Context: an optimization exercise on an open-source flow, tuned for small area and few clock cycles per item. The choices shown serve that exercise and are no tape-out recipe.
In this exercise RTL edits were held to simulation tests only and were not proved equivalent to the original.
Power is estimated from default activity; no workload was simulated.

--- flow/run.sh ---
#!/bin/bash
# synth_recipe.tcl (not shown) runs the flow's synth.tcl, then flattens the netlist and writes it again
# the make line also repeats each setting of config.mk as NAME=value (left out here)
make -C /OpenROAD-flow-scripts/flow DESIGN_CONFIG=/design/flow/config.mk WORK_HOME=/design/flow/orfs CLKGATE_MAP_FILE= SYNTH_SCRIPT=/design/flow/synth_recipe.tcl finish
--- flow/config.mk ---
export PLATFORM = sky130hd
export DESIGN_NAME = ref_seq_reader
export DESIGN_NICKNAME = ref_seq_reader
export VERILOG_FILES = /design/flow/design.v
export SDC_FILE = /design/flow/constraint.sdc
export NUM_CORES = 4
export LEC_CHECK = 0
export CAP_MARGIN = 20
export CORE_MARGIN = 2
export CORE_UTILIZATION = 45
export PLACE_DENSITY = 0.6
export SLEW_MARGIN = 20
--- flow/constraint.sdc ---
create_clock -name core_clock -period 5.0 [get_ports {clk}]
set_input_delay 1.0000 -clock core_clock [delete_from_list [all_inputs] [get_ports {clk}]]
set_output_delay 1.0000 -clock core_clock [all_outputs]
set_load 0.01 [all_outputs]
--- flow/design.v ---
package ref_seq_reader_pkg;
  localparam int ADDR_W = 25;
  localparam int LEN_W  = 25;
  typedef enum logic [1:0] {
    ST_IDLE = 2'd0,
    ST_REQ  = 2'd1,
    ST_WAIT = 2'd2
  } state_t;
  function automatic int cnt_w(input int n);
    if (n > 1) cnt_w = $clog2(n);
    else cnt_w = 1;
  endfunction
endpackage
module ref_block_fifo #(
  parameter int WIDTH = 256,
  parameter int DEPTH = 8
) (
  input  logic                   clk,
  input  logic                   rst,
  input  logic                   wr_en,
  input  logic [WIDTH-1:0]       wr_data,
  input  logic                   rd_en,
  output logic [WIDTH-1:0]       rd_data,
  output logic                   empty,
  output logic [$clog2(DEPTH):0] count
);
  localparam int AW = $clog2(DEPTH);
  localparam int CW = AW + 1;
  logic [WIDTH-1:0] mem [DEPTH];
  logic [AW-1:0]    wr_ptr;
  logic [AW-1:0]    rd_ptr;
  logic             do_wr;
  logic             do_rd;
  always_comb begin
    do_rd = rd_en & (count != '0);
    do_wr = wr_en & ((count != CW'(DEPTH)) | do_rd);
  end
  always_ff @(posedge clk) begin
    if (do_wr) mem[wr_ptr] <= wr_data;
  end
  always_ff @(posedge clk) begin
    if (rst) begin
      wr_ptr <= '0;
      rd_ptr <= '0;
      count  <= '0;
    end else begin
      if (do_wr) wr_ptr <= wr_ptr + AW'(1);
      if (do_rd) rd_ptr <= rd_ptr + AW'(1);
      count <= count + CW'(do_wr) - CW'(do_rd);
    end
  end
  assign rd_data = mem[rd_ptr];
  assign empty   = (count == '0);
endmodule
module ref_seq_reader #(
  parameter int REF_LENGTH = 128,
  parameter int DRAM_WIDTH = 128,
  parameter int FIFO_DEPTH = 8
) (
  input  logic                  clk,
  input  logic                  rst,
  input  logic [ref_seq_reader_pkg::ADDR_W-1:0] ref_addr_in,
  input  logic [ref_seq_reader_pkg::LEN_W-1:0] ref_length_in,
  input  logic                  ref_info_valid_in,
  output logic [2*REF_LENGTH-1:0] ref_seq_block_out,
  output logic                  ref_seq_block_valid_out,
  input  logic                  ref_seq_block_rdy_in,
  output logic [ref_seq_reader_pkg::ADDR_W-1:0] dram_rd_addr_out,
  output logic                  dram_rd_req_out,
  input  logic                  dram_rd_ack_in,
  input  logic [DRAM_WIDTH-1:0] dram_rd_data_in,
  input  logic                  dram_rd_data_valid_in,
  output logic                  busy_out,
  output logic                  job_overflow_out
);
  localparam int BLOCK_W = 2 * REF_LENGTH;
  localparam int BEATS   = BLOCK_W / DRAM_WIDTH;
  localparam int CW      = ref_seq_reader_pkg::LEN_W + $clog2(BEATS);
  localparam int SW      = ref_seq_reader_pkg::cnt_w(BEATS);
  localparam int RW      = $clog2(FIFO_DEPTH) + 1;
  ref_seq_reader_pkg::state_t             state;
  logic [ref_seq_reader_pkg::ADDR_W-1:0]  job_addr;
  logic [CW-1:0]      job_total;
  logic [CW-1:0]      req_idx;
  logic [CW-1:0]      rcv_idx;
  logic [SW-1:0]      req_sub;
  logic [SW-1:0]      asm_cnt;
  logic [RW-1:0]      reserved;
  logic               pend_valid;
  logic [ref_seq_reader_pkg::ADDR_W-1:0]  pend_addr;
  logic [ref_seq_reader_pkg::LEN_W-1:0]   pend_len;
  logic               overflow;
  logic               rd_req;
  logic [ref_seq_reader_pkg::ADDR_W-1:0]  rd_addr;
  logic [BLOCK_W-1:0] asm_data;
  logic               ack, beat0_ack, rcv, push, pop, desc_ok, last_ack, last_rcv;
  logic               fifo_empty;
  logic [RW-1:0]      fifo_count;
  logic [RW-1:0]      reserved_nxt;
  logic [CW-1:0]      req_idx_nxt;
  logic [CW-1:0]      rcv_idx_nxt;
  logic [SW-1:0]      req_sub_nxt;
  logic [ref_seq_reader_pkg::ADDR_W-1:0]  ld_addr;
  logic [ref_seq_reader_pkg::LEN_W-1:0]   ld_len;
  logic [BLOCK_W-1:0] asm_block;
  logic [BLOCK_W-1:0] fifo_data;
  always_comb begin
    ack          = rd_req & dram_rd_ack_in;
    beat0_ack    = ack & (req_sub == '0);
    rcv          = dram_rd_data_valid_in & (state != ref_seq_reader_pkg::ST_IDLE);
    push         = rcv & (asm_cnt == SW'(BEATS - 1));
    pop          = ~fifo_empty & ref_seq_block_rdy_in;
    desc_ok      = ref_info_valid_in & (ref_length_in != '0);
    req_idx_nxt  = req_idx + CW'(ack);
    rcv_idx_nxt  = rcv_idx + CW'(rcv);
    req_sub_nxt  = req_sub;
    if (ack) req_sub_nxt = (req_sub == SW'(BEATS - 1)) ? '0 : req_sub + SW'(1);
    reserved_nxt = reserved + RW'(beat0_ack) - RW'(pop);
    last_ack     = ack & (req_idx_nxt == job_total);
    last_rcv     = rcv & (rcv_idx_nxt == job_total);
    ld_addr      = pend_valid ? pend_addr : ref_addr_in;
    ld_len       = pend_valid ? pend_len : ref_length_in;
    asm_block    = BLOCK_W'({dram_rd_data_in, asm_data} >> DRAM_WIDTH);
  end
  always_ff @(posedge clk) begin
    if (rst) begin
      state      <= ref_seq_reader_pkg::ST_IDLE;
      job_addr   <= '0;
      job_total  <= '0;
      req_idx    <= '0;
      rcv_idx    <= '0;
      req_sub    <= '0;
      asm_cnt    <= '0;
      reserved   <= '0;
      pend_valid <= 1'b0;
      pend_addr  <= '0;
      pend_len   <= '0;
      overflow   <= 1'b0;
      rd_req     <= 1'b0;
      rd_addr    <= '0;
      asm_data   <= '0;
    end else begin
      req_idx  <= req_idx_nxt;
      rcv_idx  <= rcv_idx_nxt;
      req_sub  <= req_sub_nxt;
      reserved <= reserved_nxt;
      if (rcv) begin
        asm_data <= asm_block;
        asm_cnt  <= (asm_cnt == SW'(BEATS - 1)) ? '0 : asm_cnt + SW'(1);
      end
      case (state)
        ref_seq_reader_pkg::ST_IDLE: begin
          if (pend_valid || desc_ok) begin
            state     <= ref_seq_reader_pkg::ST_REQ;
            job_addr  <= ld_addr;
            job_total <= CW'(ld_len) * CW'(BEATS);
            req_idx   <= '0;
            rcv_idx   <= '0;
            req_sub   <= '0;
            rd_req    <= (reserved_nxt < RW'(FIFO_DEPTH));
            rd_addr   <= ld_addr;
            pend_valid <= pend_valid & desc_ok;
            if (pend_valid && desc_ok) begin
              pend_addr <= ref_addr_in;
              pend_len  <= ref_length_in;
            end
          end
        end
        default: begin
          if (desc_ok) begin
            if (pend_valid) begin
              overflow <= 1'b1;
            end else begin
              pend_valid <= 1'b1;
              pend_addr  <= ref_addr_in;
              pend_len   <= ref_length_in;
            end
          end
          if (state == ref_seq_reader_pkg::ST_REQ) begin
            if (last_ack) begin
              rd_req <= 1'b0;
              state  <= last_rcv ? ref_seq_reader_pkg::ST_IDLE : ref_seq_reader_pkg::ST_WAIT;
            end else begin
              rd_req  <= (req_sub_nxt != '0) | (reserved_nxt < RW'(FIFO_DEPTH));
              rd_addr <= job_addr + ref_seq_reader_pkg::ADDR_W'(req_idx_nxt);
            end
          end else if (last_rcv) begin
            state <= ref_seq_reader_pkg::ST_IDLE;
          end
        end
      endcase
    end
  end
  ref_block_fifo #(
    .WIDTH (BLOCK_W),
    .DEPTH (FIFO_DEPTH)
  ) u_fifo (
    .clk     (clk),
    .rst     (rst),
    .wr_en   (push),
    .wr_data (asm_block),
    .rd_en   (pop),
    .rd_data (fifo_data),
    .empty   (fifo_empty),
    .count   (fifo_count)
  );
  assign ref_seq_block_valid_out = ~fifo_empty;
  assign ref_seq_block_out       = fifo_empty ? '0 : fifo_data;
  assign dram_rd_req_out         = rd_req;
  assign dram_rd_addr_out        = rd_addr;
  assign busy_out                = (state != ref_seq_reader_pkg::ST_IDLE) | pend_valid | (fifo_count != '0);
  assign job_overflow_out        = overflow;
endmodule
==> results_dict.tcl <==
set metrics [dict create \
    antenna_found_initial 14 \
    rr_startpoint "rd_req" \
    first_global_vias 51000 \
    period_minus_slack_ns 4.69 \
    clock_path_buffers 3 \
    min_period_over_period_pct 93.9 \
    setup_tns_ns 0 \
    cts_root_buf "clkbuf_16" \
    status "finished clean" \
    min_from "pend_len[15]" \
    syn-cell-area_sq_um 92900 \
    skew_ns 0.0561 \
    cap_violations 0 \
    synth_edf_count 2048 \
    initial_core_util_pct 45.3 \
    yosysWarnings 2 \
    routed_wl_um 225000 \
    synthCells 5196 \
    firstDrtPassIters 5 \
    cpPeakStageDelay_ns 0.83 \
    hpwl_um 131000 \
    rsz0062_at_grt "false" \
    cp.required_ns 4.00 \
    cts_tree "built" \
    cts-buffers-inserted 237 \
    tightestPinTransition_ns 0.855 \
    fin_nets 6053 \
    yosysSeqAreaShare_pct 73.3 \
    drv_slew 0 \
    track_usage_pct 21.3 \
    holdPathEnd "pend_len[15]" \
    endpoint_kind "output port" \
    ys.flop_type "edfxtp_1" \
    fp.dieH_um 458 \
    dieArea_sq_um 210000 \
    multi_input_area_sq_um 23700 \
    ioPinCount 469 \
    grt_pass1_wl_um 333000 \
    cp_slowest_cell "dfxtp_4" \
    port-buffer-count 468 \
    dr.first_iter.drc_count 4060 \
    clkSinkCount 2377 \
    p_leak_nw 35.3 \
    power_mw 52.8 \
    powerDensity_nw_per_um2 478 \
    drc 0 \
    coreArea_sq_um 205000 \
    worst_r2r_path_depth 15 \
    fmax_mhz 213 \
    syn-num-nets 5425 \
    fillers 16200 \
    vias 49100 \
    clk_pin_slew_ns 0.06 \
    postCtsHoldBufs 0 \
    wire_per_inst_um 25.8 \
    finalHoldViolCount 0 \
    clock_latency_ns 0.88 \
    criticalPathCategory "flop to output port" \
    cp-start-kind "flop" \
    yosysUniqueCellTypes 84 \
    ir_drop_uv 390 \
    setup_violations 0 \
    postSynthAreaPerCell_sq_um 17.9 \
    hold_path_class "flop to flop" \
    regArea_sq_um 68100 \
    gp_congestion 0.862 \
    drtAntennaViolNets 0 \
    synth-async-reset-ratio_pct 0 \
    ys_ff_latch 2377 \
    grt_overflow_total 0 \
    worst_ep_arrival_time_ns 3.69 \
    rows 166 \
    ctsHtreeMaxLevel 4 \
    critPathMaxFanout 40 \
    dieWidth_um 458 \
    r2r_slack_ns 0.94 \
    via_per_inst 5.62 \
    cp_cell_sequence "buf_4 -> mux4_2 -> mux2i_1 -> nor2_1 -> clkdlybuf4s50_1" \
    grt_max_degree 105 \
    area_delta_synth_final_pct 19.0 \
    reg2reg_to "rd_addr[23]" \
    slew_headroom_pct 43.0 \
    drive_gt1_share_pct 19.0 \
    hold_depth 2 \
    worst_hold_slack_ns 0.452 \
]
## state kept, by name, indices dropped and copies added, names as in the netlist, 2 cells and up, named ones only
| signal | flops |
|---|---|
| u_fifo.count | 4 |
| rd_addr | 25 |
| reserved | 4 |
| u_fifo.rd_ptr | 3 |
| job_addr | 25 |
| job_total | 25 |
| u_fifo.wr_ptr | 3 |
| asm_data | 128 |
| state | 2 |
| rcv_idx | 26 |
| req_idx | 26 |
| pend_len | 25 |
| u_fifo.mem | 2048 |
| pend_addr | 25 |
## timing repair
action                                  CTS  global route
gates resized for setup                   0             0
endpoints found under the setup margin    0             1
setup buffers                             0             1
## worst max-delay path by stage
stage	cells past startpoint	from	endpoint
2_1_floorplan	6	dram_rd_data_valid_in	u_fifo.mem[1][0]
3_5_place_dp	16	dram_rd_ack_in	rd_addr[23]
3_3_place_gp	16	dram_rd_ack_in	rd_addr[23]
4_1_cts	6	flop	ref_seq_block_out[105]
5_1_grt	6	flop	ref_seq_block_out[105]
6_report	5	flop	ref_seq_block_out[126]
## layout make-up
cell class	count	area share (%)
sequential	2377	61.6
clock inverter	119	1.29
clock buffer	334	6.00
tap	2688	3.04
inverter	43	0.150
multi-input combinational	2475	21.4
antenna	6	0.0136
timing repair buffer	690	6.52
## Yosys cell counts, drive strengths merged (41+ instances only)
cell | n | area (sq um)
ha | 42 | 526
buf | 105 | 429
xor2 | 54 | 473
nor2 | 426 | 1600
inv | 41 | 154
edfxtp | 2048 | 61500
clkbuf | 196 | 739
a21oi | 224 | 1150
mux2i | 312 | 3120
mux4 | 512 | 11500
a211oi | 74 | 561
nand2 | 407 | 1530
xnor2 | 51 | 447
dfxtp | 329 | 6590
## placed cells by master, fill, tap and decap left out, types with 33 or more instances in the layout
| cell | n |
|---|---|
| xor2_1 | 54 |
| mux4_2 | 512 |
| xnor2_1 | 51 |
| clkdlybuf4s50_1 | 467 |
| clkinv_2 | 38 |
| edfxtp_1 | 2048 |
| nand3_1 | 37 |
| clkbuf_1 | 63 |
| inv_1 | 40 |
| nor2_1 | 423 |
| a211oi_1 | 73 |
| buf_4 | 154 |
| buf_12 | 68 |
| dfxtp_1 | 325 |
| nor3_1 | 33 |
| mux2i_1 | 312 |
| a21oi_1 | 215 |
| clkbuf_16 | 239 |
| ha_1 | 42 |
| nand2_1 | 403 |
## per-stage QoR
stage / util (%) / cell area, sq um / setup slack [ns] / std cells
2_1_floorplan: - / 93100 / -3.57 / 5196
3_3_place_gp: 50.0 / 102000 / -0.0483 / 8272
3_5_place_dp: 50.0 / 102000 / -0.105 / 8272
4_1_cts: 53.9 / 111000 / 0.0372 / 8725
5_1_grt: 53.9 / 111000 / 0.156 / 8729
6_report: 53.9 / 111000 / 0.306 / 8732
## cells by family after synthesis
| family | synth area share, % |
|---|---|
| xor gates and xnor gates | 1.01 |
| and+or+nand+nor | 5.01 |
| DFF | 73.3 |
| muxes | 15.8 |
| AOI/OAI and AO/OA | 2.90 |
| buffers and inverters | 1.43 |
| adders and majority gates | 0.630 |
## report_power, final
group	internal [mW]	switching, mW	leakage (nW)
Sequential	21.7	0.361	21.5
Combinational	6.36	6.28	9.88
Clock	10.5	7.59	3.91
## metal layers
metal	wire [um]	up-vias	track usage, %	part of all wire (%)
met5	77	-	0	0.034
met3	11200	293	3.51	5.0
li1	-	21700	-	-
met2	110000	1231	34.8	49
met4	5850	12	6.58	2.6
met1	97900	25800	29.3	44
## worst max-delay path, delay by kind of cell, from the launching register on
family / cells / cell delay, ns
buffers and inverters: 2 / 1.31
DFF: 1 / 0.83
muxes: 2 / 0.41
and+or+nand+nor: 1 / 0.23
Testbench counts, summed over its fixed seeds: cycles 23,343, blocks 5,250.

==> port drivers added, routing unchanged <==
How much do the figures lean on ideal ports? The routed layout below was timed once more, with nothing changed but the port constraints. Step 1 sets driving cells, clkbuf_16 on the clock port and buf_2 on the other inputs (assumed; they add their load-dependent delay and slew). Step 2 adds t to the input delays and takes it off the output delays; t is the mean of the earliest and latest rising clock arrival at the registers after step 1. Input paths then give back, and output paths get back, about the clock's delay inside the block. Three values: no drivers, after step 1, after step 2; two values: the first two.
shift t [ns]: 0.942
slack for setup (ns): 0.306 / 0.223 / -0.160
hold WS [ns]: 0.452 / 0.452 / 0.452
worst setup path after step 2: input to register
worst register clock-pin slew, ns: 0.07 / 0.07
Met with ideal ports but missed after step 2: setup timing in this run. For this run, drivers alone change the setup slack by -0.083 ns; drivers and shift together by -0.466 ns.
